From an optimization exercise on the open Yosys and OpenROAD flow, aimed at small area and a short achievable clock period; shortcuts taken in it are not production practice.
At most, simulation tests tie the RTL to the original design; equivalence was not proved.
Only the layout flow was run in runs 1 to 4; the RTL was not checked for function there.

<file path="flow/run.sh">
#!/bin/bash
# synth_recipe.tcl (not shown) runs the flow's synth.tcl, then flattens the netlist and writes it again
# the make line also repeats each setting of config.mk as NAME=value (left out here)
make -C /OpenROAD-flow-scripts/flow DESIGN_CONFIG=/design/flow/config.mk WORK_HOME=/design/flow/orfs CLKGATE_MAP_FILE= SYNTH_SCRIPT=/design/flow/synth_recipe.tcl finish
</file>
<file path="flow/config.mk">
export PLATFORM = sky130hd
export DESIGN_NAME = squeeze_top
export DESIGN_NICKNAME = squeeze_top
export VERILOG_FILES = /design/flow/design.v
export SDC_FILE = /design/flow/constraint.sdc
export NUM_CORES = 4
export LEC_CHECK = 0
export CAP_MARGIN = 20
export CORE_MARGIN = 2
export CORE_UTILIZATION = 40
export SLEW_MARGIN = 20
</file>
<file path="flow/design.v">
`timescale 1ns/10ps
package squeeze_pkg;
	function automatic int wk(input int lane, input int chan);
		wk = ((lane * 7 + chan * 3 + 2) % 13) - 6;
	endfunction
	function automatic int bk(input int lane);
		bk = (((lane * 5 + 1) % 7) - 3) * 64;
	endfunction
	function automatic int nneg(input int lane);
		nneg = ((wk(lane, 0) < 0) ? 1 : 0) + ((wk(lane, 1) < 0) ? 1 : 0) + ((wk(lane, 2) < 0) ? 1 : 0) + ((wk(lane, 3) < 0) ? 1 : 0)
		     + ((wk(lane, 4) < 0) ? 1 : 0) + ((wk(lane, 5) < 0) ? 1 : 0) + ((wk(lane, 6) < 0) ? 1 : 0) + ((wk(lane, 7) < 0) ? 1 : 0);
	endfunction
endpackage
`timescale 1ns/10ps
module coef_rom #(
	parameter int LANE = 0
) (
	input  logic                   vld,
	input  logic [2:0]             chan,
	input  logic [21-1:0]   m1,
	input  logic [21-1:0]   m3,
	input  logic [21-1:0]   m5,
	output logic [21-1:0]   op
);
	logic [21-1:0] term [8];
	genvar c;
	generate
		for (c = 0; c < 8; c++) begin : g_chan
			localparam int K = squeeze_pkg::wk(LANE, c);
			localparam int A = (K < 0) ? -K : K;
			localparam bit N = (K < 0);
			logic [21-1:0] mag;
			logic                 hit;
			assign mag = (A == 1) ? m1 :
			             (A == 2) ? (m1 << 1) :
			             (A == 3) ? m3 :
			             (A == 4) ? (m1 << 2) :
			             (A == 5) ? m5 :
			             (A == 6) ? (m3 << 1) : '0;
			assign hit = vld && (chan == c);
			assign term[c] = hit ? (mag ^ {21{N}}) : '0;
		end
	endgenerate
	always_comb begin
		op = '0;
		for (int i = 0; i < 8; i++) op = op | term[i];
	end
endmodule
`timescale 1ns/10ps
module mac_lane #(
	parameter int LANE = 0
) (
	input  logic                   clk,
	input  logic                   first,
	input  logic [21-1:0]   op,
	output logic [21-1:0]   acc
);
	localparam int PRE_I = squeeze_pkg::bk(LANE) + squeeze_pkg::nneg(LANE);
	logic [21-1:0] preload;
	assign preload = PRE_I;
	always_ff @(posedge clk) begin
		acc <= (first ? preload : acc) + op;
	end
endmodule
`timescale 1ns/10ps
module requant (
	input  logic [21-1:0] acc,
	output logic [16-1:0] q
);
	assign q = {1'b0, acc[18:4] & {15{~acc[21-1]}}};
endmodule
`timescale 1ns/10ps
module squeeze_ctrl (
	input  logic       clk,
	input  logic       arst_n,
	input  logic       en,
	input  logic       ram_feedback,
	output logic       vld,
	output logic [2:0] chan,
	output logic       sample,
	output logic       finish
);
	localparam int NPIX = 3 * 3;
	logic [3:0] pix_cnt;
	logic       layer_end;
	logic       fb_seen;
	logic       last;
	assign last = vld && (chan == 3'd7);
	always_ff @(posedge clk or negedge arst_n) begin
		if (!arst_n) begin
			vld    <= 1'b0;
			chan   <= 3'd0;
			sample <= 1'b0;
		end else begin
			vld    <= en;
			sample <= last;
			if (vld) chan <= chan + 3'd1;
		end
	end
	always_ff @(posedge clk or negedge arst_n) begin
		if (!arst_n) begin
			pix_cnt   <= '0;
			layer_end <= 1'b0;
		end else if (last && !layer_end) begin
			pix_cnt <= pix_cnt + 1'b1;
			if (pix_cnt == NPIX - 1) layer_end <= 1'b1;
		end
	end
	always_ff @(posedge clk or negedge arst_n) begin
		if (!arst_n) begin
			fb_seen <= 1'b0;
		end else if (ram_feedback) begin
			fb_seen <= 1'b1;
		end
	end
	assign finish = layer_end && !fb_seen;
endmodule
`timescale 1ns/10ps
module squeeze_top (
	input  logic                             clk,
	input  logic                             arst_n,
	input  logic                             en,
	input  logic [16-1:0]            ifm,
	input  logic                             ram_feedback,
	output logic [4*16-1:0] ofm,
	output logic                             sample,
	output logic                             finish
);
	logic                 vld;
	logic [2:0]           chan;
	logic [16-1:0] x;
	logic [21-1:0] m1, m3, m5;
	squeeze_ctrl ctrl_i (
		.clk          (clk),
		.arst_n       (arst_n),
		.en           (en),
		.ram_feedback (ram_feedback),
		.vld          (vld),
		.chan         (chan),
		.sample       (sample),
		.finish       (finish)
	);
	always_ff @(posedge clk) begin
		x <= ifm;
	end
	assign m1 = {{(21-16){x[16-1]}}, x};
	assign m3 = m1 + (m1 << 1);
	assign m5 = m1 + (m1 << 2);
	genvar l;
	generate
		for (l = 0; l < 4; l++) begin : g_lane
			logic [21-1:0] op;
			logic [21-1:0] acc;
			coef_rom #(.LANE(l)) sel_i (
				.vld  (vld),
				.chan (chan),
				.m1   (m1),
				.m3   (m3),
				.m5   (m5),
				.op   (op)
			);
			mac_lane #(.LANE(l)) mac_i (
				.clk   (clk),
				.first (chan == 3'd0),
				.op    (op),
				.acc   (acc)
			);
			requant rq_i (
				.acc (acc),
				.q   (ofm[l*16 +: 16])
			);
		end
	endgenerate
endmodule
</file>
<file path="flow/constraint.sdc">
create_clock -name core_clock -period 7.5 [get_ports {clk}]
set_input_delay 1.5000 -clock core_clock [delete_from_list [all_inputs] [get_ports {clk}]]
set_output_delay 1.5000 -clock core_clock [all_outputs]
set_load 0.01 [all_outputs]
</file>
==> results of run 1 <==
==> cell type report <==
type / instances / area share (%)
Sequential cell: 111 / 17.5
Timing Repair Buffer: 110 / 7.90
Inverter: 56 / 1.62
Clock inverter: 7 / 0.346
Clock buffer: 9 / 1.73
Tap cell: 384 / 3.69
Multi-Input combinational cell: 1274 / 67.2
==> kinds of logic (layout without fill, tap and decap cells) <==
family / after synthesis / count (layout)
AND/OR/NAND/NOR: 539 / 539
multiplexers: 14 / 14
flip-flops: 111 / 111
buffers and inverters: 152 / 182
other: 1 / 4
XOR/XNOR: 102 / 102
adder cells (fa/ha/maj): 125 / 125
AO/OA/AOI/OAI: 490 / 490
==> flip-flops by register name, indices dropped and copies added (netlist names) <==
name / cells
ctrl_i.vld: 1
ctrl_i.fb_seen: 1
ctrl_i.sample: 1
ctrl_i.chan: 3
ctrl_i.layer_end: 1
x: 16
g_lane.mac_i.acc: 84
ctrl_i.pix_cnt: 4
==> metrics by stage <==
step | util, % | worst slack [ns] | hold slack (ns) | area (um2)
global route | 45.5 | 1.72 | 0.493 | 13000
floorplan | - | 3.14 | 0.440 | 11600
finish | 45.5 | 2.06 | 0.474 | 13000
CTS | 45.5 | 2.18 | 0.481 | 13000
detailed placement | 44.5 | 2.21 | 0.455 | 12700
global placement | 44.5 | 2.18 | 0.456 | 12700
==> worst max-delay path by stage <==
stage | end | startpoint | slack [ns]
floorplan | g_lane[3].mac_i.acc[20] | x[1] | 3.14
global placement | g_lane[1].mac_i.acc[20] | ctrl_i.vld | 2.18
detailed placement | g_lane[1].mac_i.acc[20] | ctrl_i.vld | 2.21
CTS | g_lane[1].mac_i.acc[20] | ctrl_i.vld | 2.18
global route | g_lane[2].mac_i.acc[19] | x[6] | 1.72
finish | g_lane[0].mac_i.acc[13] | ctrl_i.chan[0] | 2.06
==> worst max-delay path, stage by stage (launching register included) <==
cell and delay, ns:
dfrtp_1 0.42, inv_1 0.10, ha_1 0.73, nand3_1 0.95
nand2_1 0.46, o21ai_0 0.13, nand3_1 0.16, ha_1 0.26
a21oi_1 0.21, o21ai_1 0.11, a2111oi_0 0.70, o31ai_1 0.22
o41a_1 0.39, a21o_1 0.19, a21oi_1 0.17, xnor2_1 0.14
==> routing by layer <==
metal	GRT usage (%)	part of all wire [%]	vias to the layer above
li1	-	-	5665
met1	31.3	44	5407
met2	38.5	43	475
met3	5.45	8.2	109
met4	11.6	4.8	0
met5	0	0	-
==> cells in the final DEF (no fill, tap or decap), types with 10 or more instances in the layout <==
master,count
nand2b_1,14
inv_1,54
o211ai_1,23
dfxtp_1,100
nand4_1,11
dfrtp_1,11
a21o_1,32
and3_1,10
buf_4,29
o221ai_1,15
o22ai_1,38
o21ai_0,79
nor2_1,99
o2111ai_1,16
o21a_1,12
nor2b_1,117
ha_1,119
clkdlybuf4s50_1,81
a21oi_1,111
xor2_1,33
nand3_1,58
nor3_1,20
mux2i_1,14
xnor2_1,68
nand2_1,141
or2_2,47
a221oi_1,27
a22oi_1,20
a211oi_1,22
==> impl_metrics.tcl, run 1 <==
set metrics [dict create \
    outcome "timing/DRC/antenna clean" \
    cp_max_fo 23 \
    cp-end-kind "register" \
    cts_tree "built" \
    syn_area_mm2 0.0116 \
    root_buffer "clkbuf_16" \
    worstReg2RegEnd "g_lane[0].mac_i.acc[13]" \
    ys_top_cells_by_count "141 x nand2_1, 119 x ha_1, 118 x nor2b_1, 111 x a21oi_1, 100 x dfxtp_1" \
    ctsResizeCount 0 \
    maxClockFrequency_mhz 184 \
    grt_setup_unrepaired "false" \
    cts_made_buffers 9 \
    fin_skew_ns 0.00702 \
    start_kind "register" \
    min_to "ctrl_i.pix_cnt[3]" \
    dpl.cell_count 1935 \
    synthAdderAreaFrac_pct 13.9 \
    holdCritStartpoint "ctrl_i.pix_cnt[3]" \
    hold_viol 0 \
    fillers 2907 \
    synthSimpleGateAreaFrac_pct 23.2 \
    drc 0 \
    yosys-top-cells-area "dfxtp_1 17%, ha_1 13%, nor2b_1 6.4%" \
    antenna_found_initial 0 \
    synth_area_leader_cell "dfxtp_1" \
    synth_flop_cell "dfxtp_1" \
    whs_path_depth 1 \
    synth_top_area_share_pct 17.3 \
    synthMuxAreaShare_pct 1.21 \
    reg2reg_depth 15 \
    die_area_mm2 0.0303 \
    arrival_ns 5.74 \
    syn-instance-count 1534 \
    drive_gt1_share_pct 6.89 \
    clk_latency_ns 0.37 \
    cap_violations 0 \
    synth_top_family_by_area "compound AO/OA/AOI/OAI gates" \
    synth-edff-count 0 \
    portBuffers 81 \
    timing.rr.start "ctrl_i.chan[0]" \
    yosys.area_share.xor_xnor_pct 7.78 \
    post-cts-setup-buffers 0 \
    synth_area_per_cell_um2 7.55 \
    antennaDiodeCount 0 \
    grt_use_total_pct 24.3 \
    via_per_inst 5.97 \
    post-synth-top-count-cell "nand2_1" \
    hold_buffers 0 \
    report.final.slew_viol_count 0 \
    drt-pass1-iter-count 6 \
    cts_sinks 111 \
    grt_pass1_vias 11000 \
    fin_crit_ns 5.44 \
    clkSlewWorstSetupHoldPaths_ns 0.08 \
    critical_path_class "register to register" \
    drt_wl_total_um 37300 \
    regArea_mm2 0.00228 \
    ant_nets 0 \
    core.rowCount 62 \
    reg2reg_slack_ns 2.06 \
    grt_pass1_wl_um 59300 \
    synth_cell_types 76 \
    globalplace.congestion 0.977 \
    h-tree-depth 3 \
    async_reset_ff_share_pct 9.91 \
    io_pins 86 \
    crit_required_ns 7.79 \
    grt_max_degree 37 \
    area_growth_pct 12.4 \
    synth-seq-cells 111 \
    synth_compound_area_share_pct 29.2 \
    min_path_type "register to register" \
    die_w_um 174 \
    final_cells 1951 \
    nNetsFinal 1707 \
    multi_input_area_mm2 0.00875 \
    wl_per_cell_um 19.1 \
    relSlewSlack_pct 21.8 \
    worstMarginPinSlew_ns 1.17 \
    start_util_pct 40.5 \
    dp.final_hpwl_um 26400 \
    die_h_um 174 \
    clock_path_buffers 2 \
    detail_route.iter0.violations 1128 \
    overflow 0 \
    core_area_mm2 0.0286 \
    vias 11700 \
    setup_viol 0 \
    yosys_warnings 14 \
    period_share_pct 72.6 \
    ys_seq_area_share_pct 19.7 \
    fin_tns_setup_ns 0 \
]
==> run 2: changes to the inputs <==
--- a/flow/design.v
+++ b/flow/design.v
@@ -16,6 +16,5 @@
 	parameter int LANE = 0
 ) (
-	input  logic                   vld,
-	input  logic [2:0]             chan,
+	input  logic [8-1:0]   sel,
 	input  logic [21-1:0]   m1,
 	input  logic [21-1:0]   m3,
@@ -31,5 +30,4 @@
 			localparam bit N = (K < 0);
 			logic [21-1:0] mag;
-			logic                 hit;
 			assign mag = (A == 1) ? m1 :
 			             (A == 2) ? (m1 << 1) :
@@ -38,6 +36,5 @@
 			             (A == 5) ? m5 :
 			             (A == 6) ? (m3 << 1) : '0;
-			assign hit = vld && (chan == c);
-			assign term[c] = hit ? (mag ^ {21{N}}) : '0;
+			assign term[c] = sel[c] ? (mag ^ {21{N}}) : '0;
 		end
 	endgenerate
@@ -72,28 +69,26 @@
 `timescale 1ns/10ps
 module squeeze_ctrl (
-	input  logic       clk,
-	input  logic       arst_n,
-	input  logic       en,
-	input  logic       ram_feedback,
-	output logic       vld,
-	output logic [2:0] chan,
-	output logic       sample,
-	output logic       finish
+	input  logic                 clk,
+	input  logic                 arst_n,
+	input  logic                 en,
+	input  logic                 ram_feedback,
+	output logic [8-1:0] sel,
+	output logic                 sample,
+	output logic                 finish
 );
 	localparam int NPIX = 3 * 3;
-	logic [3:0] pix_cnt;
-	logic       layer_end;
-	logic       fb_seen;
-	logic       last;
-	assign last = vld && (chan == 3'd7);
+	logic [8-1:0] ring;
+	logic [3:0]           pix_cnt;
+	logic                 layer_end;
+	logic                 fb_seen;
 	always_ff @(posedge clk or negedge arst_n) begin
 		if (!arst_n) begin
-			vld    <= 1'b0;
-			chan   <= 3'd0;
+			ring   <= 8'd1;
+			sel    <= '0;
 			sample <= 1'b0;
 		end else begin
-			vld    <= en;
-			sample <= last;
-			if (vld) chan <= chan + 3'd1;
+			if (en) ring <= {ring[8-2:0], ring[8-1]};
+			sel    <= en ? ring : '0;
+			sample <= sel[8-1];
 		end
 	end
@@ -102,5 +97,5 @@
 			pix_cnt   <= '0;
 			layer_end <= 1'b0;
-		end else if (last && !layer_end) begin
+		end else if (sel[8-1] && !layer_end) begin
 			pix_cnt <= pix_cnt + 1'b1;
 			if (pix_cnt == NPIX - 1) layer_end <= 1'b1;
@@ -127,8 +122,11 @@
 	output logic                             finish
 );
-	logic                 vld;
-	logic [2:0]           chan;
+	logic [8-1:0]  sel;
+	logic [21-1:0]  m1, m3, m5;
+	logic [17:0]           i3;
+	logic [18:0]           i5;
 	logic [16-1:0] x;
-	logic [21-1:0] m1, m3, m5;
+	logic [17:1]           x3;
+	logic [18:2]           x5;
 	squeeze_ctrl ctrl_i (
 		.clk          (clk),
@@ -136,15 +134,18 @@
 		.en           (en),
 		.ram_feedback (ram_feedback),
-		.vld          (vld),
-		.chan         (chan),
+		.sel          (sel),
 		.sample       (sample),
 		.finish       (finish)
 	);
+	assign i3 = {{2{ifm[15]}}, ifm} + {ifm[15], ifm, 1'b0};
+	assign i5 = {{3{ifm[15]}}, ifm} + {ifm[15], ifm, 2'b0};
 	always_ff @(posedge clk) begin
-		x <= ifm;
+		x  <= ifm;
+		x3 <= i3[17:1];
+		x5 <= i5[18:2];
 	end
-	assign m1 = {{(21-16){x[16-1]}}, x};
-	assign m3 = m1 + (m1 << 1);
-	assign m5 = m1 + (m1 << 2);
+	assign m1 = {{(21-16){x[15]}}, x};
+	assign m3 = {{(21-18){x3[17]}}, x3, x[0]};
+	assign m5 = {{(21-19){x5[18]}}, x5, x[1:0]};
 	genvar l;
 	generate
@@ -153,6 +154,5 @@
 			logic [21-1:0] acc;
 			coef_rom #(.LANE(l)) sel_i (
-				.vld  (vld),
-				.chan (chan),
+				.sel  (sel),
 				.m1   (m1),
 				.m3   (m3),
@@ -162,5 +162,5 @@
 			mac_lane #(.LANE(l)) mac_i (
 				.clk   (clk),
-				.first (chan == 3'd0),
+				.first (sel[0]),
 				.op    (op),
 				.acc   (acc)
==> run 2 against run 1 <==
Compared with the run above:
- sequential cell count up 44
- die area up 8.8%
- global-route usage shrank 3.1 points
- worst setup slack improved by 1.4 ns
- routed wire length decreased by 7.0%
- first-iteration DRC count is essentially flat
- via count is 3.9% lower
- critical path type unchanged
- critical endpoint is now g_lane[1].mac_i.acc[19]
==> impl_metrics.tcl, run 2 <==
set metrics [dict create \
    ys_seq_area_share_pct 25.5 \
    cp_slowest_stage_delay_ns 0.70 \
    vias 11200 \
    reg2reg_slack_ns 3.45 \
    crit_top_cell "a31oi_1" \
    globalplace.congestion 0.876 \
    setup_viol 0 \
    synth_top_area_share_pct 20.9 \
    final_common_cell "dfxtp_1" \
    grt_pass1_wl_um 55900 \
    outcome "timing/DRC/antenna clean" \
    grt_pass1_vias 10500 \
    cts_made_buffers 17 \
    overflow 0 \
    top_register "g_lane.mac_i.acc" \
    root_buffer "clkbuf_16" \
    dp.final_hpwl_um 25200 \
    holdCritStartpoint "ctrl_i.fb_seen" \
    crit_required_ns 7.82 \
    fin_skew_ns 0.0184 \
    post-cts-setup-buffers 0 \
    worstReg2RegEnd "g_lane[1].mac_i.acc[19]" \
    clock_path_buffers 2 \
    nNetsFinal 1667 \
    maxClockFrequency_mhz 247 \
    worstMarginPinSlew_ns 0.859 \
    fin_crit_ns 4.05 \
    cts_tree "built" \
    yosys_warnings 14 \
    h-tree-depth 4 \
    antenna_found_initial 0 \
    hold_buffers 0 \
    min_path_type "register to register" \
    via_per_inst 5.76 \
    synth_area_per_cell_um2 8.29 \
    syn_area_mm2 0.0126 \
    die_w_um 182 \
    drt-pass1-iter-count 9 \
    die_area_mm2 0.0330 \
    start_util_pct 40.3 \
    yosys-top-cells-area "dfxtp_1 21%, ha_1 11%, mux2i_1 7.4%" \
    cp-end-kind "register" \
    ant_nets 0 \
    grt_use_total_pct 21.2 \
    path_cells "buf_4 > clkinv_1 > o22ai_1 > a221oi_1 > o2111ai_1 > ha_1 > a211o_1 > o311ai_0 > nand2_1 > a31oi_1 > a31oi_1 > xor2_1" \
    synth_cell_types 87 \
    synth_top_family_by_area "compound AO/OA/AOI/OAI gates" \
    area_growth_pct 12.4 \
    wl_per_cell_um 17.8 \
    synth-edff-count 0 \
    drive_gt1_share_pct 7.19 \
    reg2reg_depth 12 \
    drt_wl_total_um 34700 \
    critical_path_class "register to register" \
    grt_setup_unrepaired "false" \
    core_area_mm2 0.0313 \
    arrival_ns 4.37 \
    grt_max_degree 62 \
    syn-instance-count 1523 \
    synthSimpleGateAreaFrac_pct 21.4 \
    ctsResizeCount 0 \
    ys_top_cells_by_count "132 x dfxtp_1, 114 x nor2b_1, 111 x ha_1, 102 x nand2_1, 93 x mux2i_1" \
    report.final.slew_viol_count 0 \
    portBuffers 81 \
    cts_sinks 155 \
    synthMuxAreaShare_pct 8.09 \
    synth-seq-cells 155 \
    synth_area_leader_cell "dfxtp_1" \
    slowest_stage "clkinv_1" \
    whs_path_depth 1 \
    detail_route.iter0.violations 1127 \
    core.rowCount 65 \
    die_h_um 182 \
    synth_compound_area_share_pct 21.7 \
    clk_latency_ns 0.45 \
    relSlewSlack_pct 42.1 \
    period_share_pct 54.0 \
    cp_max_fo 50 \
    timing.rr.start "ctrl_i.sel[2]" \
    synth_flop_cell "dfxtp_1" \
    mostFrequentLayoutCells "132 x dfxtp_1, 114 x nor2b_1, 111 x ha_1, 102 x nand2_1, 93 x mux2i_1" \
    antennaDiodeCount 0 \
    async_reset_ff_share_pct 14.8 \
    fin_tns_setup_ns 0 \
    dpl.cell_count 1913 \
    cap_violations 0 \
    yosys.area_share.xor_xnor_pct 6.31 \
    final_cells 1945 \
    post-synth-top-count-cell "dfxtp_1" \
    drc 0 \
    min_to "ctrl_i.fb_seen" \
    synthAdderAreaFrac_pct 12.0 \
    start_kind "register" \
    hold_viol 0 \
    largest_reg_flops 84 \
    clkSlewWorstSetupHoldPaths_ns 0.07 \
    io_pins 86 \
]
[run 2: cells by family after synthesis]
group / count (synthesis)
other: 1
adder cells (fa/ha/maj): 117
multiplexers: 101
flip-flops: 155
AO/OA/AOI/OAI: 387
buffers and inverters: 164
AND/OR/NAND/NOR: 508
XOR/XNOR: 90
[run 2: metrics by stage]
stage / instance area, um2 / hold WS, ns / setup WS, ns / util, %
after global placement: 13600 / 0.453 / 3.47 / 43.4
after global routing: 14200 / 0.492 / 3.09 / 45.3
final: 14200 / 0.476 / 3.45 / 45.3
after detailed placement: 13600 / 0.465 / 3.38 / 43.4
after CTS: 14200 / 0.481 / 3.53 / 45.3
after floorplan: 12600 / 0.349 / 4.29 / -
[run 2: final cells by class]
class | instances | area, um2
well taps | 402 | 503
inverters | 59 | 221
multi-input cells | 1207 | 8780
clock inverters | 13 | 150
clock buffers | 19 | 443
repair buffers | 90 | 873
fillers | 3053 | 17100
flip-flops and latches | 155 | 3220
[run 2: worst max path at each step]
stage / startpoint / end
2_1_floorplan: ifm[0] / x3[15]
3_3_place_gp: ifm[2] / x5[16]
3_5_place_dp: ifm[2] / x5[16]
4_1_cts: ctrl_i.sel[0] / g_lane[2].mac_i.acc[14]
5_1_grt: ctrl_i.sel[2] / g_lane[1].mac_i.acc[19]
6_report: ctrl_i.sel[2] / g_lane[1].mac_i.acc[19]
[run 2: worst max-delay path, delay by kind of cell (launching register included)]
| kind | cells | cell delay (ns) |
|---|---|---|
| AOI/OAI and AO/OA | 7 | 1.79 |
| xor gates and xnor gates | 1 | 0.16 |
| adders and majority gates | 1 | 0.32 |
| buffers and inverters | 2 | 1.15 |
| DFF | 1 | 0.32 |
| and+or+nand+nor | 1 | 0.13 |
[run 2: per-layer routing]
layer / track usage, % / share of wire [%] / up-vias
met2: 31.7 / 43 / 357
met5: 0 / 0 / -
li1: - / - / 5535
met3: 3.21 / 6.3 / 62
met1: 29.8 / 47 / 5243
met4: 10.4 / 4.0 / 0
==> run 3: changes to the inputs <==
--- a/flow/design.v
+++ b/flow/design.v
@@ -16,31 +16,49 @@
 	parameter int LANE = 0
 ) (
-	input  logic [8-1:0]   sel,
+	input  logic                   clk,
+	input  logic                   arst_n,
+	input  logic                   en,
+	input  logic [2:0]             chan,
 	input  logic [21-1:0]   m1,
 	input  logic [21-1:0]   m3,
 	input  logic [21-1:0]   m5,
+	output logic                   first,
 	output logic [21-1:0]   op
 );
-	logic [21-1:0] term [8];
-	genvar c;
-	generate
-		for (c = 0; c < 8; c++) begin : g_chan
-			localparam int K = squeeze_pkg::wk(LANE, c);
-			localparam int A = (K < 0) ? -K : K;
-			localparam bit N = (K < 0);
-			logic [21-1:0] mag;
-			assign mag = (A == 1) ? m1 :
-			             (A == 2) ? (m1 << 1) :
-			             (A == 3) ? m3 :
-			             (A == 4) ? (m1 << 2) :
-			             (A == 5) ? m5 :
-			             (A == 6) ? (m3 << 1) : '0;
-			assign term[c] = sel[c] ? (mag ^ {21{N}}) : '0;
+	logic [6:1] s_d, s_q;
+	logic       n_d, n_q;
+	logic       f_d;
+	always_comb begin
+		s_d = '0;
+		n_d = 1'b0;
+		for (int c = 0; c < 8; c++) begin
+			if (en && chan == c) begin
+				for (int a = 1; a <= 6; a++) begin
+					if (squeeze_pkg::wk(LANE, c) == a || squeeze_pkg::wk(LANE, c) == -a) s_d[a] = 1'b1;
+				end
+				if (squeeze_pkg::wk(LANE, c) < 0) n_d = 1'b1;
+			end
 		end
-	endgenerate
-	always_comb begin
-		op = '0;
-		for (int i = 0; i < 8; i++) op = op | term[i];
+		f_d = en && chan == 3'd0;
 	end
+	always_ff @(posedge clk or negedge arst_n) begin
+		if (!arst_n) begin
+			s_q   <= '0;
+			n_q   <= 1'b0;
+			first <= 1'b0;
+		end else begin
+			s_q   <= s_d;
+			n_q   <= n_d;
+			first <= f_d;
+		end
+	end
+	logic [21-1:0] mag;
+	assign mag = ({21{s_q[1]}} & m1)
+	           | ({21{s_q[2]}} & (m1 << 1))
+	           | ({21{s_q[3]}} & m3)
+	           | ({21{s_q[4]}} & (m1 << 2))
+	           | ({21{s_q[5]}} & m5)
+	           | ({21{s_q[6]}} & (m3 << 1));
+	assign op = mag ^ {21{n_q}};
 endmodule
 `timescale 1ns/10ps
@@ -69,26 +87,26 @@
 `timescale 1ns/10ps
 module squeeze_ctrl (
-	input  logic                 clk,
-	input  logic                 arst_n,
-	input  logic                 en,
-	input  logic                 ram_feedback,
-	output logic [8-1:0] sel,
-	output logic                 sample,
-	output logic                 finish
+	input  logic       clk,
+	input  logic       arst_n,
+	input  logic       en,
+	input  logic       ram_feedback,
+	output logic [2:0] chan,
+	output logic       sample,
+	output logic       finish
 );
 	localparam int NPIX = 3 * 3;
-	logic [8-1:0] ring;
-	logic [3:0]           pix_cnt;
-	logic                 layer_end;
-	logic                 fb_seen;
+	logic       last;
+	logic [3:0] pix_cnt;
+	logic       layer_end;
+	logic       fb_seen;
 	always_ff @(posedge clk or negedge arst_n) begin
 		if (!arst_n) begin
-			ring   <= 8'd1;
-			sel    <= '0;
+			chan   <= 3'd0;
+			last   <= 1'b0;
 			sample <= 1'b0;
 		end else begin
-			if (en) ring <= {ring[8-2:0], ring[8-1]};
-			sel    <= en ? ring : '0;
-			sample <= sel[8-1];
+			if (en) chan <= chan + 3'd1;
+			last   <= en && (chan == 3'd7);
+			sample <= last;
 		end
 	end
@@ -97,5 +115,5 @@
 			pix_cnt   <= '0;
 			layer_end <= 1'b0;
-		end else if (sel[8-1] && !layer_end) begin
+		end else if (last && !layer_end) begin
 			pix_cnt <= pix_cnt + 1'b1;
 			if (pix_cnt == NPIX - 1) layer_end <= 1'b1;
@@ -122,5 +140,5 @@
 	output logic                             finish
 );
-	logic [8-1:0]  sel;
+	logic [2:0]            chan;
 	logic [21-1:0]  m1, m3, m5;
 	logic [17:0]           i3;
@@ -134,5 +152,5 @@
 		.en           (en),
 		.ram_feedback (ram_feedback),
-		.sel          (sel),
+		.chan         (chan),
 		.sample       (sample),
 		.finish       (finish)
@@ -153,6 +171,11 @@
 			logic [21-1:0] op;
 			logic [21-1:0] acc;
+			logic                 first;
 			coef_rom #(.LANE(l)) sel_i (
-				.sel  (sel),
+				.clk    (clk),
+				.arst_n (arst_n),
+				.en     (en),
+				.chan   (chan),
+				.first  (first),
 				.m1   (m1),
 				.m3   (m3),
@@ -162,5 +185,5 @@
 			mac_lane #(.LANE(l)) mac_i (
 				.clk   (clk),
-				.first (sel[0]),
+				.first (first),
 				.op    (op),
 				.acc   (acc)
--- a/flow/config.mk
+++ b/flow/config.mk
@@ -9,3 +9,6 @@
 export CORE_MARGIN = 2
 export CORE_UTILIZATION = 40
+export CTS_BUF_LIST = sky130_fd_sc_hd__clkbuf_4 sky130_fd_sc_hd__clkbuf_8
+export PLACE_DENSITY = 0.4
+export SETUP_SLACK_MARGIN = 4.0
 export SLEW_MARGIN = 20
==> run 3 against run 2 <==
Compared with the run above:
- still clean on timing, DRC and antenna
- worst hold slack improved by 0.0094 ns
- sequential share of layout area increased by 1.9 points
- register-to-register slack improved by 0.71 ns
- synthesized cell count decreased by 4.6%
- critical endpoint is now x5[16]
- highest routed layer unchanged
==> impl_metrics.tcl, run 3 <==
set metrics [dict create \
    report.final.slew_viol_count 0 \
    synth_cell_types 67 \
    cts_sinks 164 \
    path_cells "clkdlybuf4s50_1 > ha_1 > o21a_1 > o21ai_1 > a21oi_2 > a311oi_4 > or4b_2 > nand3_1" \
    cap_violations 0 \
    start_kind "input port" \
    synth-seq-cells 164 \
    slowest_stage "or4b_2" \
    fin_skew_ns 0.0189 \
    syn_area_mm2 0.0124 \
    fin_crit_ns 3.42 \
    clk_latency_ns 0.50 \
    synth-edff-count 0 \
    worstReg2RegEnd "g_lane[1].mac_i.acc[18]" \
    cp_num_buf_inv 1 \
    globalplace.congestion 0.835 \
    core_area_mm2 0.0306 \
    regArea_mm2 0.00347 \
    drt_wl_total_um 35300 \
    ys_seq_area_share_pct 27.7 \
    drt-pass1-iter-count 5 \
    clkSlewWorstSetupHoldPaths_ns 0.10 \
    path_delay_family "simple AND/OR/NAND/NOR gates" \
    drive_gt1_share_pct 8.82 \
    mostFrequentLayoutCells "129 x dfxtp_1, 122 x nor2b_1, 115 x ha_1, 104 x xnor2_1, 91 x a22oi_1" \
    root_buffer "clkbuf_8" \
    multi_input_area_mm2 0.00860 \
    cts_tree "built" \
    portBuffers 81 \
    startpoint "ifm[5]" \
    final_common_cell "dfxtp_1" \
    setup_viol 0 \
    dp_slack_ns 3.03 \
    cp-end-kind "register" \
    start_util_pct 40.6 \
    ant_nets 0 \
    synth_area_leader_cell "dfxtp_1" \
    dpl.cell_count 1854 \
    yosys_warnings 10 \
    reg_top3 "g_lane.mac_i.acc (84), g_lane.sel_i.s_q (18)" \
    detail_route.iter0.violations 857 \
    cp_slowest_stage_delay_ns 0.64 \
    fin_tns_setup_ns 0 \
    nNetsFinal 1627 \
    antennaDiodeCount 0 \
    hold_viol 0 \
    drc 0 \
    whs_ns 0.486 \
    area_growth_pct 13.3 \
    grt_pass1_wl_um 56300 \
    grt_use_total_pct 21.7 \
    syn-instance-count 1453 \
    overflow 0 \
    hold_buffers 0 \
    top_register "g_lane.mac_i.acc" \
    reg2reg_depth 12 \
    wl_per_cell_um 18.6 \
    whs_path_depth 1 \
    ys_top_cells_by_count "132 x dfxtp_1, 122 x nor2b_1, 117 x ha_1, 104 x xnor2_1, 92 x a22oi_1" \
    holdCritStartpoint "ctrl_i.fb_seen" \
    place_area_mm2 0.0135 \
    via_per_inst 5.64 \
    async_reset_ff_share_pct 19.5 \
    grt_max_degree 54 \
    synth_flop_cell "dfxtp_1" \
    worstMarginPinSlew_ns 0.758 \
    timing.rr.start "g_lane[1].sel_i.s_q[3]" \
    cts_made_buffers 17 \
    antenna_found_initial 0 \
    dp.final_hpwl_um 25300 \
    die_w_um 180 \
    die_h_um 180 \
    worst_slack_ns 4.08 \
    min_path_type "register to register" \
    min_to "ctrl_i.fb_seen" \
    post-synth-top-count-cell "dfxtp_1" \
    maxClockFrequency_mhz 292 \
    final_design_area_no_fill_mm2 0.0141 \
    core.rowCount 64 \
    grt_setup_unrepaired "true" \
    final_cells 1893 \
    yosys-top-cells-area "dfxtp_1 21%, ha_1 12%, xnor2_1 7.3%" \
    relSlewSlack_pct 49.4 \
    crit_required_ns 7.93 \
    largest_reg_flops 84 \
    synth_top_area_share_pct 21.3 \
    grt_pass1_vias 10200 \
    reg2reg_slack_ns 4.16 \
    fillers 3049 \
    period_share_pct 45.6 \
    vias 10700 \
    critical_path_class "input port to register" \
    io_pins 86 \
    synth_area_per_cell_um2 8.55 \
    cp_max_fo 5 \
    die_area_mm2 0.0325 \
    h-tree-depth 4 \
    outcome "timing/DRC/antenna clean" \
    arrival_ns 3.85 \
    clock_path_buffers 2 \
]
==> run 3: cell count changes after synthesis, sizes merged, moves of 14 or more <==
cell,previous run,this run
mux2i,93,7
o2111ai,18,3
o22ai,16,2
nand4,34,8
xor2,23,63
nand2,102,53
a22o,0,29
xnor2,67,104
buf,34,13
nand3,30,53
a22oi,9,92
nand2b,23,7
==> run 3: how the worst max path moves through the flow <==
stage	cells past startpoint	endpoint	slack (ns)
after floorplan	10	x3[15]	4.00
after global placement	11	x5[16]	3.06
after detailed placement	11	x5[16]	3.03
after CTS	11	x5[16]	3.97
after global routing	11	g_lane[0].mac_i.acc[18]	3.98
final	8	x5[16]	4.08
==> run 3: final cells by class <==
class / count / area share, %
Multi-Input combinational cell: 1159 / 61.1
Tap cell: 396 / 3.52
Timing Repair Buffer: 94 / 6.66
Clock buffer: 17 / 1.66
Sequential cell: 164 / 24.6
Inverter: 48 / 1.28
Clock inverter: 15 / 1.15
==> run 3: per-stage QoR <==
| stage | utilization, % |
|---|---|
| floorplan | - |
| global placement | 44.0 |
| detailed placement | 44.0 |
| CTS | 45.6 |
| global route | 46.0 |
| finish | 46.0 |
==> run 3: timing repair <==
action / CTS / global route
endpoints found under the setup margin: 13 / 33
gates resized for setup: 24 / 35
buffers inserted: 2 / 4
cloned: 0 / 1
pin swaps: 5 / 5
==> run 3: cell families after synthesis <==
family,synth area share [%]
AOI/OAI and AO/OA,24.9
and+or+nand+nor,18.1
muxes,0.564
xor gates and xnor gates,11.8
other,0.0302
DFF,27.7
buffers and inverters,4.14
adders and majority gates,12.8
==> run 3: layer usage <==
layer  vias to the layer above  share of wire (%)  track usage [%]
li1                       5351                  -                -
met1                      5048                 48             29.9
met2                       236                 46             34.8
met3                        38                3.6             3.23
met4                         0                2.2             6.87
met5                         -                  0                0
==> run 4: changes to the inputs <==
==> flow/flow/run.sh (new file) <==
#!/bin/bash
# Standard layout, with every input and output port buffered by a plain
# buf_2 instead of the delay buffer the port buffering step picks by default.
set -euo pipefail
bash standard.sh "BUFFER_PORTS_ARGS=-buffer_cell sky130_fd_sc_hd__buf_2" finish > make_finish.log 2>&1
==> flow/standard.sh (new file) <==
#!/bin/bash
# synth_recipe.tcl (not shown) runs the flow's synth.tcl, then flattens the netlist and writes it again
# the make line also repeats each setting of config.mk as NAME=value (left out here)
make -C /OpenROAD-flow-scripts/flow DESIGN_CONFIG=/design/flow/config.mk WORK_HOME=/design/flow/orfs CLKGATE_MAP_FILE= SYNTH_SCRIPT=/design/flow/synth_recipe.tcl "${@:-finish}"
removed: flow/run.sh
==> run 4 against run 3 <==
Compared with the run above:
- via count shrank 0.12%
- sequential cell count is the same
- core utilization shrank 1.5 points
- global-route usage grew 0.47 points
- area after synthesis is the same
- largest cell class unchanged
==> impl_metrics.tcl, run 4 <==
set metrics [dict create \
    ys_top_cells_by_count "132 x dfxtp_1, 122 x nor2b_1, 117 x ha_1, 104 x xnor2_1, 92 x a22oi_1" \
    wl_per_cell_um 19.1 \
    core_area_mm2 0.0306 \
    cap_violations 0 \
    drt-pass1-iter-count 6 \
    dp_slack_ns 3.55 \
    synth_flop_cell "dfxtp_1" \
    synth-edff-count 0 \
    reg_top3 "g_lane.mac_i.acc (84), g_lane.sel_i.s_q (18)" \
    synth_cell_types 67 \
    grt_max_degree 53 \
    syn-instance-count 1453 \
    clkSlewWorstSetupHoldPaths_ns 0.11 \
    yosys_warnings 10 \
    die_area_mm2 0.0325 \
    yosys-top-cells-area "dfxtp_1 21%, ha_1 12%, xnor2_1 7.3%" \
    largest_reg_flops 84 \
    min_path_type "register to register" \
    post-synth-top-count-cell "dfxtp_1" \
    via_per_inst 5.65 \
    mostFrequentLayoutCells "127 x dfxtp_1, 122 x nor2b_1, 116 x ha_1, 104 x xnor2_1, 91 x a22oi_1" \
    worstMarginPinSlew_ns 0.770 \
    top_register "g_lane.mac_i.acc" \
    clock_path_buffers 2 \
    antennaDiodeCount 0 \
    area_growth_pct 9.61 \
    fillers 3124 \
    drive_gt1_share_pct 13.6 \
    synth_area_per_cell_um2 8.55 \
    hold_buffers 0 \
    grt_pass1_vias 10300 \
    ant_nets 0 \
    multi_input_area_mm2 0.00860 \
    regArea_mm2 0.00347 \
    portBuffers 81 \
    fin_skew_ns 0.0181 \
    synth_top_area_share_pct 21.3 \
    synth_area_leader_cell "dfxtp_1" \
    period_share_pct 45.1 \
    maxClockFrequency_mhz 295 \
    ys_seq_area_share_pct 27.7 \
    syn_area_mm2 0.0124 \
    outcome "timing/DRC/antenna clean" \
    fin_tns_setup_ns 0 \
    crit_required_ns 7.95 \
    cts_sinks 164 \
    final_common_cell "dfxtp_1" \
    synth-seq-cells 164 \
    setup_viol 0 \
    fin_crit_ns 3.38 \
    root_buffer "clkbuf_8" \
    vias 10700 \
    hold_viol 0 \
    dp.final_hpwl_um 26100 \
    io_pins 86 \
    drc 0 \
    cp_max_fo 6 \
    start_kind "input port" \
    die_w_um 180 \
    cts_tree "built" \
    grt_setup_unrepaired "true" \
    grt_pass1_wl_um 57300 \
    core.rowCount 64 \
    report.final.slew_viol_count 0 \
    die_h_um 180 \
    critical_path_class "input port to register" \
    h-tree-depth 4 \
    arrival_ns 3.83 \
    clk_latency_ns 0.51 \
    reg2reg_slack_ns 4.16 \
    overflow 0 \
    final_util_pct 44.5 \
    drt_wl_total_um 36100 \
    start_util_pct 40.6 \
    grt_use_total_pct 22.1 \
    relSlewSlack_pct 48.6 \
    async_reset_ff_share_pct 19.5 \
    worst_slack_ns 4.12 \
    antenna_found_initial 0 \
    cts_made_buffers 17 \
    globalplace.congestion 0.844 \
    detail_route.iter0.violations 962 \
    nNetsFinal 1620 \
    cp-end-kind "register" \
]
[run 4: changes by cell type in the layout (fill, tap and decap cells not counted), moves of 2 or more]
cell             change
buf_2               +81
buf_4                -4
buf_6                -2
clkbuf_2             -3
clkdlybuf4s50_1     -76
clkinv_2             -2
dfxtp_1              -2
inv_8                +2
o31ai_2              -2
o31ai_4              +2
[run 4: area by class of cell]
cell class	count	area share, %
Clock buffer	18	1.82
Timing Repair Buffer	87	3.43
Inverter	48	1.32
Clock inverter	14	1.15
Sequential cell	164	25.5
Multi-Input combinational cell	1159	63.1
Tap cell	396	3.64
[run 4: repair_timing]
action | in CTS | in global routing
gates resized for setup | 13 | 33
setup buffers | 1 | 1
pin swaps | 0 | 3
setup endpoints to repair | 10 | 28
[run 4: cell families (layout without fill, tap and decap cells)]
family	Yosys count	after routing	share of synthesized area, %
AO/OA/AOI/OAI	439	439	24.9
XOR/XNOR	167	167	11.8
adder cells (fa/ha/maj)	123	123	12.8
buffers and inverters	133	167	4.14
flip-flops	164	164	27.7
multiplexers	7	7	0.564
other	1	4	0.0302
AND/OR/NAND/NOR	419	419	18.1
[run 4: critical path, stage by stage]
cell,delay (ns)
buf_2,0.14
ha_1,0.18
inv_1,0.05
fa_1,0.40
nor2b_1,0.13
o21a_1,0.15
o21ai_1,0.10
a21oi_2,0.26
a311oi_4,0.16
or4b_2,0.66
nand3_1,0.09
[run 4: path summary, 6_finish.rpt]
path	start	endpoint	cells past startpoint
max	ifm[2]	x5[16]	11
min	ctrl_i.fb_seen	ctrl_i.fb_seen	1
max reg2reg	g_lane[1].sel_i.s_q[3]	g_lane[1].mac_i.acc[18]	12
min reg2reg	ctrl_i.fb_seen	ctrl_i.fb_seen	1
max in group asynchronous	arst_n	g_lane[1].sel_i.n_q	1
min in group asynchronous	arst_n	ctrl_i.fb_seen	1
[run 4: metrics by stage]
stage	area (um2)	hold WS, ns	instances
after floorplan	12400	0.381	1456
after global placement	13000	0.456	1852
final	13600	0.479	1886
after CTS	13500	0.486	1885
after detailed placement	13000	0.459	1852
after global routing	13600	0.494	1886
[run 4: metal layers]
layer | wire length [um] | track usage [%] | vias to the layer above
met5 | 0 | 0 | -
met4 | 675 | 6.52 | 0
met3 | 1920 | 3.92 | 35
met2 | 16500 | 35.8 | 262
met1 | 17100 | 30.1 | 5018
li1 | - | - | 5345
==> run 5: changes to the inputs <==
--- a/flow/design.v
+++ b/flow/design.v
@@ -7,7 +7,22 @@
 		bk = (((lane * 5 + 1) % 7) - 3) * 64;
 	endfunction
-	function automatic int nneg(input int lane);
-		nneg = ((wk(lane, 0) < 0) ? 1 : 0) + ((wk(lane, 1) < 0) ? 1 : 0) + ((wk(lane, 2) < 0) ? 1 : 0) + ((wk(lane, 3) < 0) ? 1 : 0)
-		     + ((wk(lane, 4) < 0) ? 1 : 0) + ((wk(lane, 5) < 0) ? 1 : 0) + ((wk(lane, 6) < 0) ? 1 : 0) + ((wk(lane, 7) < 0) ? 1 : 0);
+	function automatic int term_off(input int lane, input int chan);
+		int k, a, sneg, lneg;
+		k    = wk(lane, chan);
+		a    = (k < 0) ? -k : k;
+		sneg = (wk(0, chan) < 0) ? 1 : 0;
+		lneg = (k < 0) ? 1 : 0;
+		if (k == 0)
+			term_off = 0;
+		else if (lneg == sneg)
+			term_off = -a * sneg;
+		else
+			term_off = a * sneg - 1;
+	endfunction
+	function automatic int preload(input int lane);
+		int p;
+		p = bk(lane);
+		for (int c = 0; c < 8; c++) p = p - term_off(lane, c);
+		preload = p;
 	endfunction
 endpackage
@@ -26,16 +41,19 @@
 	output logic [21-1:0]   op
 );
-	logic [6:1] s_d, s_q;
-	logic       n_d, n_q;
+	logic [6:1] s_p_d, s_p_q, s_n_d, s_n_q;
 	logic       f_d;
 	always_comb begin
-		s_d = '0;
-		n_d = 1'b0;
+		s_p_d = '0;
+		s_n_d = '0;
 		for (int c = 0; c < 8; c++) begin
 			if (en && chan == c) begin
 				for (int a = 1; a <= 6; a++) begin
-					if (squeeze_pkg::wk(LANE, c) == a || squeeze_pkg::wk(LANE, c) == -a) s_d[a] = 1'b1;
+					if (squeeze_pkg::wk(LANE, c) == a || squeeze_pkg::wk(LANE, c) == -a) begin
+						if ((squeeze_pkg::wk(LANE, c) < 0) == (squeeze_pkg::wk(0, c) < 0))
+							s_p_d[a] = 1'b1;
+						else
+							s_n_d[a] = 1'b1;
+					end
 				end
-				if (squeeze_pkg::wk(LANE, c) < 0) n_d = 1'b1;
 			end
 		end
@@ -44,21 +62,27 @@
 	always_ff @(posedge clk or negedge arst_n) begin
 		if (!arst_n) begin
-			s_q   <= '0;
-			n_q   <= 1'b0;
+			s_p_q <= '0;
+			s_n_q <= '0;
 			first <= 1'b0;
 		end else begin
-			s_q   <= s_d;
-			n_q   <= n_d;
+			s_p_q <= s_p_d;
+			s_n_q <= s_n_d;
 			first <= f_d;
 		end
 	end
-	logic [21-1:0] mag;
-	assign mag = ({21{s_q[1]}} & m1)
-	           | ({21{s_q[2]}} & (m1 << 1))
-	           | ({21{s_q[3]}} & m3)
-	           | ({21{s_q[4]}} & (m1 << 2))
-	           | ({21{s_q[5]}} & m5)
-	           | ({21{s_q[6]}} & (m3 << 1));
-	assign op = mag ^ {21{n_q}};
+	logic [21-1:0] mul [6:1];
+	assign mul[1] = m1;
+	assign mul[2] = m1 << 1;
+	assign mul[3] = m3;
+	assign mul[4] = m1 << 2;
+	assign mul[5] = m5;
+	assign mul[6] = m3 << 1;
+	always_comb begin
+		op = '0;
+		for (int a = 1; a <= 6; a++) begin
+			op = op | ({21{s_p_q[a]}} & mul[a])
+			        | ({21{s_n_q[a]}} & ~mul[a]);
+		end
+	end
 endmodule
 `timescale 1ns/10ps
@@ -71,5 +95,5 @@
 	output logic [21-1:0]   acc
 );
-	localparam int PRE_I = squeeze_pkg::bk(LANE) + squeeze_pkg::nneg(LANE);
+	localparam int PRE_I = squeeze_pkg::preload(LANE);
 	logic [21-1:0] preload;
 	assign preload = PRE_I;
@@ -156,8 +180,10 @@
 		.finish       (finish)
 	);
-	assign i3 = {{2{ifm[15]}}, ifm} + {ifm[15], ifm, 1'b0};
-	assign i5 = {{3{ifm[15]}}, ifm} + {ifm[15], ifm, 2'b0};
+	logic [15:0] xi;
+	assign xi = ifm ^ {16{~chan[1]}};
+	assign i3 = {{2{xi[15]}}, xi} + {xi[15], xi, 1'b0};
+	assign i5 = {{3{xi[15]}}, xi} + {xi[15], xi, 2'b0};
 	always_ff @(posedge clk) begin
-		x  <= ifm;
+		x  <= xi;
 		x3 <= i3[17:1];
 		x5 <= i5[18:2];
==> flow/flow/run.sh (replaced) <==
#!/bin/bash
# Standard layout with three changes to how it is made:
#  - every input and output port is buffered by a plain buf_2 instead of the
#    delay buffer the port buffering step picks by default;
#  - the resizer may change a cell's footprint (e.g. upsize a flip-flop);
#  - clock tree synthesis inserts no dummy loads.
set -euo pipefail
bash standard.sh \
  "BUFFER_PORTS_ARGS=-buffer_cell sky130_fd_sc_hd__buf_2" \
  "MATCH_CELL_FOOTPRINT=0" \
  "CTS_ARGS=-sink_clustering_enable -repair_clock_nets -dont_use_dummy_load -buf_list {sky130_fd_sc_hd__clkbuf_4 sky130_fd_sc_hd__clkbuf_8}" \
  finish > make_finish.log 2>&1
--- a/flow/config.mk
+++ b/flow/config.mk
@@ -10,5 +10,5 @@
 export CORE_UTILIZATION = 40
 export CTS_BUF_LIST = sky130_fd_sc_hd__clkbuf_4 sky130_fd_sc_hd__clkbuf_8
-export PLACE_DENSITY = 0.4
-export SETUP_SLACK_MARGIN = 4.0
+export PLACE_DENSITY = 0.45
+export SETUP_SLACK_MARGIN = 4.3
 export SLEW_MARGIN = 20
==> run 5 against run 4 <==
Compared with the run above:
- fmax is 4.0% higher
- synthesized cell count decreased by 4.1%
- die area is 6.4% lower
- non-clock buffer count rose by 87
- core utilization increased by 4.4 points
- worst hold slack got worse by 0.0086 ns
- final cell count grew 0.69%
- global-route usage increased by 2.0 points
- clock skew rose by 0.030 ns
- register-to-register slack improved by 0.18 ns
- critical endpoint unchanged
- largest cell class unchanged
- highest routed layer unchanged
==> impl_metrics.tcl, run 5 <==
set metrics [dict create \
    outcome "timing/DRC/antenna clean" \
    setup_viol 0 \
    slowest_stage "fa_2" \
    root_buffer "clkbuf_8" \
    cp_max_fo 6 \
    maxClockFrequency_mhz 307 \
    async_reset_ff_share_pct 17.0 \
    critical_path_class "input port to register" \
    path_delay_family "compound AO/OA/AOI/OAI gates" \
    globalplace.congestion 0.897 \
    area_growth_pct 20.7 \
    detail_route.iter0.violations 1038 \
    start_kind "input port" \
    antenna_found_initial 0 \
    place_area_mm2 0.0123 \
    use_met1_pct 33.4 \
    crit_top_cell "o21ai_2" \
    grtUsageMet3_pct 4.68 \
    nNetsFinal 1660 \
    clkSlewWorstSetupHoldPaths_ns 0.11 \
    largest_reg_flops 84 \
    yosys-top-cells-area "dfxtp_1 23%, ha_1 13%, xnor2_1 6.3%" \
    die_h_um 174 \
    cts_tree "built" \
    final_common_cell "dfxtp_1" \
    cts_made_buffers 17 \
    fin_tns_setup_ns 0 \
    relSlewSlack_pct 58.0 \
    clk_latency_ns 0.49 \
    synth_cell_types 74 \
    antennaDiodeCount 0 \
    synth-edff-count 0 \
    core_area_mm2 0.0286 \
    arrival_ns 3.67 \
    final_design_area_no_fill_mm2 0.0140 \
    synth_top_area_share_pct 22.8 \
    grt_pass1_wl_um 57100 \
    clock_path_buffers 2 \
    period_share_pct 43.4 \
    mostFrequentLayoutCells "118 x dfxtp_1, 110 x nor2b_1, 100 x ha_1, 81 x buf_4" \
    drive_gt1_share_pct 25.6 \
    final_cells 1899 \
    synth_area_leader_cell "dfxtp_1" \
    fin_crit_ns 3.25 \
    post-synth-top-count-cell "dfxtp_1" \
    whs_ns 0.471 \
    grt_util_met2_pct 37.7 \
    portBuffers 81 \
    cp_slowest_stage_delay_ns 0.34 \
    ys_top_cells_by_count "132 x dfxtp_1, 117 x ha_1, 112 x nor2b_1, 87 x a21oi_1, 83 x xnor2_1" \
    busiest_layer "met2" \
    path_cells "buf_8 > xnor2_4 > ha_4 > inv_2 > fa_2 > nor2b_1 > o21a_1 > o21ai_2 > a21oi_2 > o21ai_2 > a21o_1 > o31a_1 > xnor2_1" \
    synth_area_per_cell_um2 8.34 \
    drt_wl_total_um 37000 \
    fillers 2816 \
    grt_use_total_pct 24.1 \
    yosys_warnings 14 \
    die_w_um 174 \
    ant_nets 0 \
    cts_sinks 159 \
    syn_area_mm2 0.0116 \
    hold_viol 0 \
    cap_violations 0 \
    overflow 0 \
    crit_required_ns 7.91 \
    wl_per_cell_um 19.5 \
    ys_seq_area_share_pct 28.6 \
    final_util_pct 49.0 \
    dpl.cell_count 1792 \
    start_util_pct 40.6 \
    io_pins 86 \
    die_area_mm2 0.0304 \
    report.final.slew_viol_count 0 \
    via_per_inst 5.64 \
    synth-seq-cells 159 \
    dp.final_hpwl_um 25700 \
    drc 0 \
    cp_num_buf_inv 2 \
    h-tree-depth 4 \
    drt-pass1-iter-count 6 \
    synth_flop_cell "dfxtp_1" \
    grt_setup_unrepaired "true" \
    syn-instance-count 1393 \
    min_path_type "register to register" \
    fin_skew_ns 0.0478 \
    grt_max_degree 28 \
    cp-end-kind "register" \
    worstMarginPinSlew_ns 0.615 \
    vias 10700 \
    grt_pass1_vias 10100 \
    core.rowCount 62 \
    top_register "g_lane.mac_i.acc" \
]
## run 5: changes by cell type after synthesis, moves of 9 or more
cell	before	now
o22ai_1	2	59
xor2_1	63	30
a221oi_1	31	3
a22o_1	29	1
nand2_1	53	80
xnor2_1	104	83
nand3_1	53	33
a22oi_1	92	73
inv_1	48	63
a21oi_1	76	87
nor2b_1	122	112
o21ai_0	61	70
## run 5: path summary, 6_finish.rpt
kind,from,to,slack (ns),cells past startpoint
min reg2reg,ctrl_i.fb_seen,ctrl_i.fb_seen,0.47,1
max reg2reg,g_lane[2].sel_i.s_p_q[5],g_lane[3].mac_i.acc[13],4.34,13
max in group asynchronous,arst_n,g_lane[1].sel_i.s_n_q[3],5.99,1
max,ifm[2],x5[16],4.25,13
min in group asynchronous,arst_n,ctrl_i.pix_cnt[3],1.02,1
min,ctrl_i.fb_seen,ctrl_i.fb_seen,0.47,1
## run 5: kinds of logic after synthesis
group | after synthesis | share of synthesized area (%)
buffers and inverters | 138 | 4.65
other | 1 | 0.0323
adders and majority gates | 123 | 13.6
DFF | 159 | 28.6
muxes | 1 | 0.0862
xor gates and xnor gates | 114 | 8.66
AOI/OAI and AO/OA | 439 | 25.4
and+or+nand+nor | 418 | 18.9
## run 5: cell type report
class	instances	area (um2)	area share, %
clock buffer	17	234	1.67
timing repair inverter	1	5.00	0.0357
timing repair buffer	174	1220	8.69
tap	384	480	3.43
inverter	65	284	2.03
sequential	159	3360	24.0
multi-input combinational	1099	8430	60.2
## run 5: metal layers
metal	part of all wire, %	routed length, um
met2	45	16600
met5	0	0
met1	46	17100
met3	6.4	2370
met4	2.5	915
## run 5: through the flow
step	worst slack, ns
after floorplan	4.03
after global placement	3.38
after detailed placement	3.32
after CTS	4.20
after global routing	4.15
final	4.25
## run 5: timing repair
| item | CTS | global route |
|---|---|---|
| hold buffers | 0 | 0 |
| buffers inserted | 58 | 30 |
| endpoints found under the setup margin | 59 | 42 |
| resized for setup | 63 | 103 |
| gates cloned | 1 | 1 |
| pin swaps | 20 | 44 |
==> run 6: changes to the inputs <==
--- a/flow/config.mk
+++ b/flow/config.mk
@@ -6,4 +6,5 @@
 export NUM_CORES = 4
 export LEC_CHECK = 0
+export ABC_AREA = 1
 export CAP_MARGIN = 20
 export CORE_MARGIN = 2
@@ -11,4 +12,4 @@
 export CTS_BUF_LIST = sky130_fd_sc_hd__clkbuf_4 sky130_fd_sc_hd__clkbuf_8
 export PLACE_DENSITY = 0.45
-export SETUP_SLACK_MARGIN = 4.3
+export SETUP_SLACK_MARGIN = 4.5
 export SLEW_MARGIN = 20
==> run 6 against run 5 <==
Compared with the run above:
- sequential share of layout area down 1.5 points
- register-to-register slack better by 0.32 ns
- clock-buffer cell count unchanged
- clock skew decreased by 0.012 ns
- cell area rose by 6.1%
- worst hold slack improved by 0.013 ns
- highest routed layer unchanged
- global-route usage increased by 2.5 points
- largest cell class unchanged
- sequential cell count stayed put
- first-iteration DRC count is 10% higher
- final cell count rose by 42%
- core utilization fell by 4.5 points
==> impl_metrics.tcl, run 6 <==
set metrics [dict create \
    report.final.slew_viol_count 0 \
    vias 14000 \
    syn_area_mm2 0.0135 \
    ys_top_cells_by_count "632 x nand2_1, 357 x inv_1, 246 x nor2_1, 149 x a21oi_1, 132 x dfxtp_1" \
    drive_gt1_share_pct 8.87 \
    synth_cell_types 45 \
    cts_tree "built" \
    async_reset_ff_share_pct 17.0 \
    yosys-top-cells-area "dfxtp_1 20%, nand2_1 18%, ha_1 11%" \
    io_pins 86 \
    wl_per_cell_um 17.8 \
    final_design_area_no_fill_mm2 0.0149 \
    place_area_mm2 0.0143 \
    cap_violations 0 \
    arrival_ns 3.28 \
    die_w_um 188 \
    crit_required_ns 7.91 \
    relSlewSlack_pct 53.9 \
    via_per_inst 5.19 \
    ys_seq_area_share_pct 24.5 \
    ant_nets 0 \
    period_share_pct 38.2 \
    yosys_warnings 14 \
    maxClockFrequency_mhz 349 \
    regArea_mm2 0.00334 \
    post-synth-top-count-cell "nand2_1" \
    mostFrequentLayoutCells "630 x nand2_1, 350 x inv_1, 246 x nor2_1, 149 x a21oi_1, 127 x dfxtp_1" \
    synth_top_area_share_pct 19.5 \
    drt_wl_total_um 48000 \
    min_path_type "register to register" \
    synth_area_leader_cell "dfxtp_1" \
    antennaDiodeCount 0 \
    critical_path_class "input port to register" \
    final_common_cell "nand2_1" \
    final_util_pct 44.5 \
    grt_use_total_pct 26.6 \
    top_register "g_lane.mac_i.acc" \
    synth_flop_cell "dfxtp_1" \
    synth_area_per_cell_um2 6.20 \
    setup_viol 0 \
    synth-edff-count 0 \
    die_area_mm2 0.0354 \
    cts_made_buffers 17 \
    drt-pass1-iter-count 6 \
    grt_setup_unrepaired "true" \
    clk_latency_ns 0.50 \
    fin_tns_setup_ns 0 \
    hold_buffers 0 \
    globalplace.congestion 1.02 \
    fin_crit_ns 2.87 \
    root_buffer "clkbuf_8" \
    outcome "timing/DRC/antenna clean" \
    multi_input_area_mm2 0.00871 \
    area_growth_pct 9.78 \
    core.rowCount 67 \
    syn-instance-count 2186 \
    core_area_mm2 0.0334 \
    overflow 0 \
    cp-end-kind "register" \
    drc 0 \
    cp_max_fo 5 \
    start_util_pct 40.5 \
    fin_skew_ns 0.0360 \
    worstMarginPinSlew_ns 0.691 \
    clock_path_buffers 2 \
    hold_viol 0 \
    h-tree-depth 4 \
    fillers 3669 \
    grt_pass1_vias 12900 \
    grt_pass1_wl_um 72800 \
    dp.final_hpwl_um 36900 \
    cts_sinks 159 \
    synth-seq-cells 159 \
    portBuffers 81 \
    nNetsFinal 2400 \
    detail_route.iter0.violations 1145 \
    clkSlewWorstSetupHoldPaths_ns 0.10 \
    die_h_um 188 \
    start_kind "input port" \
    antenna_found_initial 0 \
    grt_max_degree 57 \
    largest_reg_flops 84 \
]
## run 6: changes by cell type in the layout (fill, tap and decap cells not counted), moves of 55 or more
cell	delta
nand2_1	+550
inv_1	+298
nor2_1	+178
nor2b_1	-110
nand3_1	+86
a21oi_1	+77
a22oi_1	-72
buf_4	-68
xnor2_1	-55
## run 6: per-stage QoR
| step | instances | hold slack, ns | worst slack [ns] |
|---|---|---|---|
| final | 2703 | 0.484 | 4.63 |
| after global routing | 2703 | 0.526 | 4.48 |
| after CTS | 2686 | 0.486 | 4.52 |
| after detailed placement | 2668 | 0.465 | 4.00 |
| after global placement | 2668 | 0.454 | 4.03 |
| after floorplan | 2189 | 0.349 | 4.51 |
## run 6: worst paths after layout
check                                         start                        to  slack, ns  cells after the start
setup / recovery                             ifm[2]                    x5[16]       4.63                     12
hold / removal                       ctrl_i.fb_seen            ctrl_i.fb_seen       0.48                      1
setup reg to reg           g_lane[0].sel_i.s_p_q[1]   g_lane[0].mac_i.acc[16]       4.66                     13
hold reg to reg                      ctrl_i.fb_seen            ctrl_i.fb_seen       0.48                      1
max in group asynchronous                    arst_n  g_lane[2].sel_i.s_p_q[5]       6.04                      1
min in group asynchronous                    arst_n  g_lane[2].sel_i.s_p_q[4]       0.99                      1
## run 6: critical path, cell delays in order
cell and delay [ns]:
buf_2 0.10, xor2_1 0.15, inv_1 0.19, ha_2 0.24, inv_2 0.06, fa_2 0.36, o21ai_2 0.25, nand2_1 0.10
nand2_2 0.10, nand2_1 0.08, nand3_1 0.08, nand2_1 0.06
## run 6: layout make-up
type                    count  share of cell area, %
flip-flops and latches    159                   22.4
repair buffers            100                   4.23
inverters                 362                   9.37
multi-input cells        1616                   58.6
repair inverters            1                 0.0505
well taps                 448                   3.77
clock buffers              17                   1.57
## run 6: routing by layer
| metal | vias to the layer above | share of wire [%] | wire length (um) | GRT usage (%) |
|---|---|---|---|---|
| met5 | - | 0 | 0 | 0 |
| met4 | 0 | 4.1 | 1990 | 11.2 |
| met3 | 117 | 6.1 | 2910 | 4.19 |
| met2 | 466 | 41 | 19800 | 39.9 |
| met1 | 6342 | 48 | 23200 | 37.6 |
| li1 | 7115 | - | - | - |
## run 6: cells by family after synthesis
logic type	after synthesis	share of synthesized area, %
and+or+nand+nor	1089	32.9
buffers and inverters	414	11.8
adders and majority gates	123	11.7
xor gates and xnor gates	69	4.46
DFF	159	24.5
other	1	0.0277
AOI/OAI and AO/OA	331	14.6
## run 6: repair_timing
action | 4_1_cts | 5_1_grt
pin swaps | 0 | 0
buffers inserted | 0 | 14
endpoints found under the setup margin | 109 | 51
gates resized for setup | 20 | 20
cloned | 1 | 3

## afterwards: timing with drivers on the ports
No port has a modelled driver above. Below, the same layouts with a new extraction and two added sets of constraints.
Step 1 sets driving cells, clkbuf_16 on the clock port and buf_2 on the other inputs (assumed; they add their load-dependent delay and slew).
Step 2 moves the port delays by t, midway between the first and last clock arrival at a register: inputs arrive t later, outputs are due t later. That takes back most of the time a late clock gives input paths.
Three values: ideal ports, drivers, drivers and shift; two values: the first two.
run | shift t [ns] | slack for setup (ns) | hold slack, ns | cell pins on the clock port's net
run 1 | 0.416 | 2.058 / 2.058 / 2.058 | 0.474 / 0.474 / 0.474 | 1
run 2 | 0.491 | 3.450 / 3.450 / 3.367 | 0.476 / 0.476 / 0.476 | 1
run 3 | 0.536 | 4.081 / 4.108 / 3.573 | 0.486 / 0.486 / 0.486 | 1
run 4 | 0.544 | 4.116 / 4.144 / 3.600 | 0.479 / 0.479 / 0.479 | 1
run 5 | 0.510 | 4.245 / 4.251 / 3.741 | 0.471 / 0.471 / 0.471 | 1
run 6 | 0.535 | 4.632 / 4.644 / 4.129 | 0.484 / 0.484 / 0.484 | 1
After both steps setup and hold are still met in every run listed. The setup slack of run 4, which loses most, moves by +0.028 ns with the drivers and by -0.516 ns with both steps.
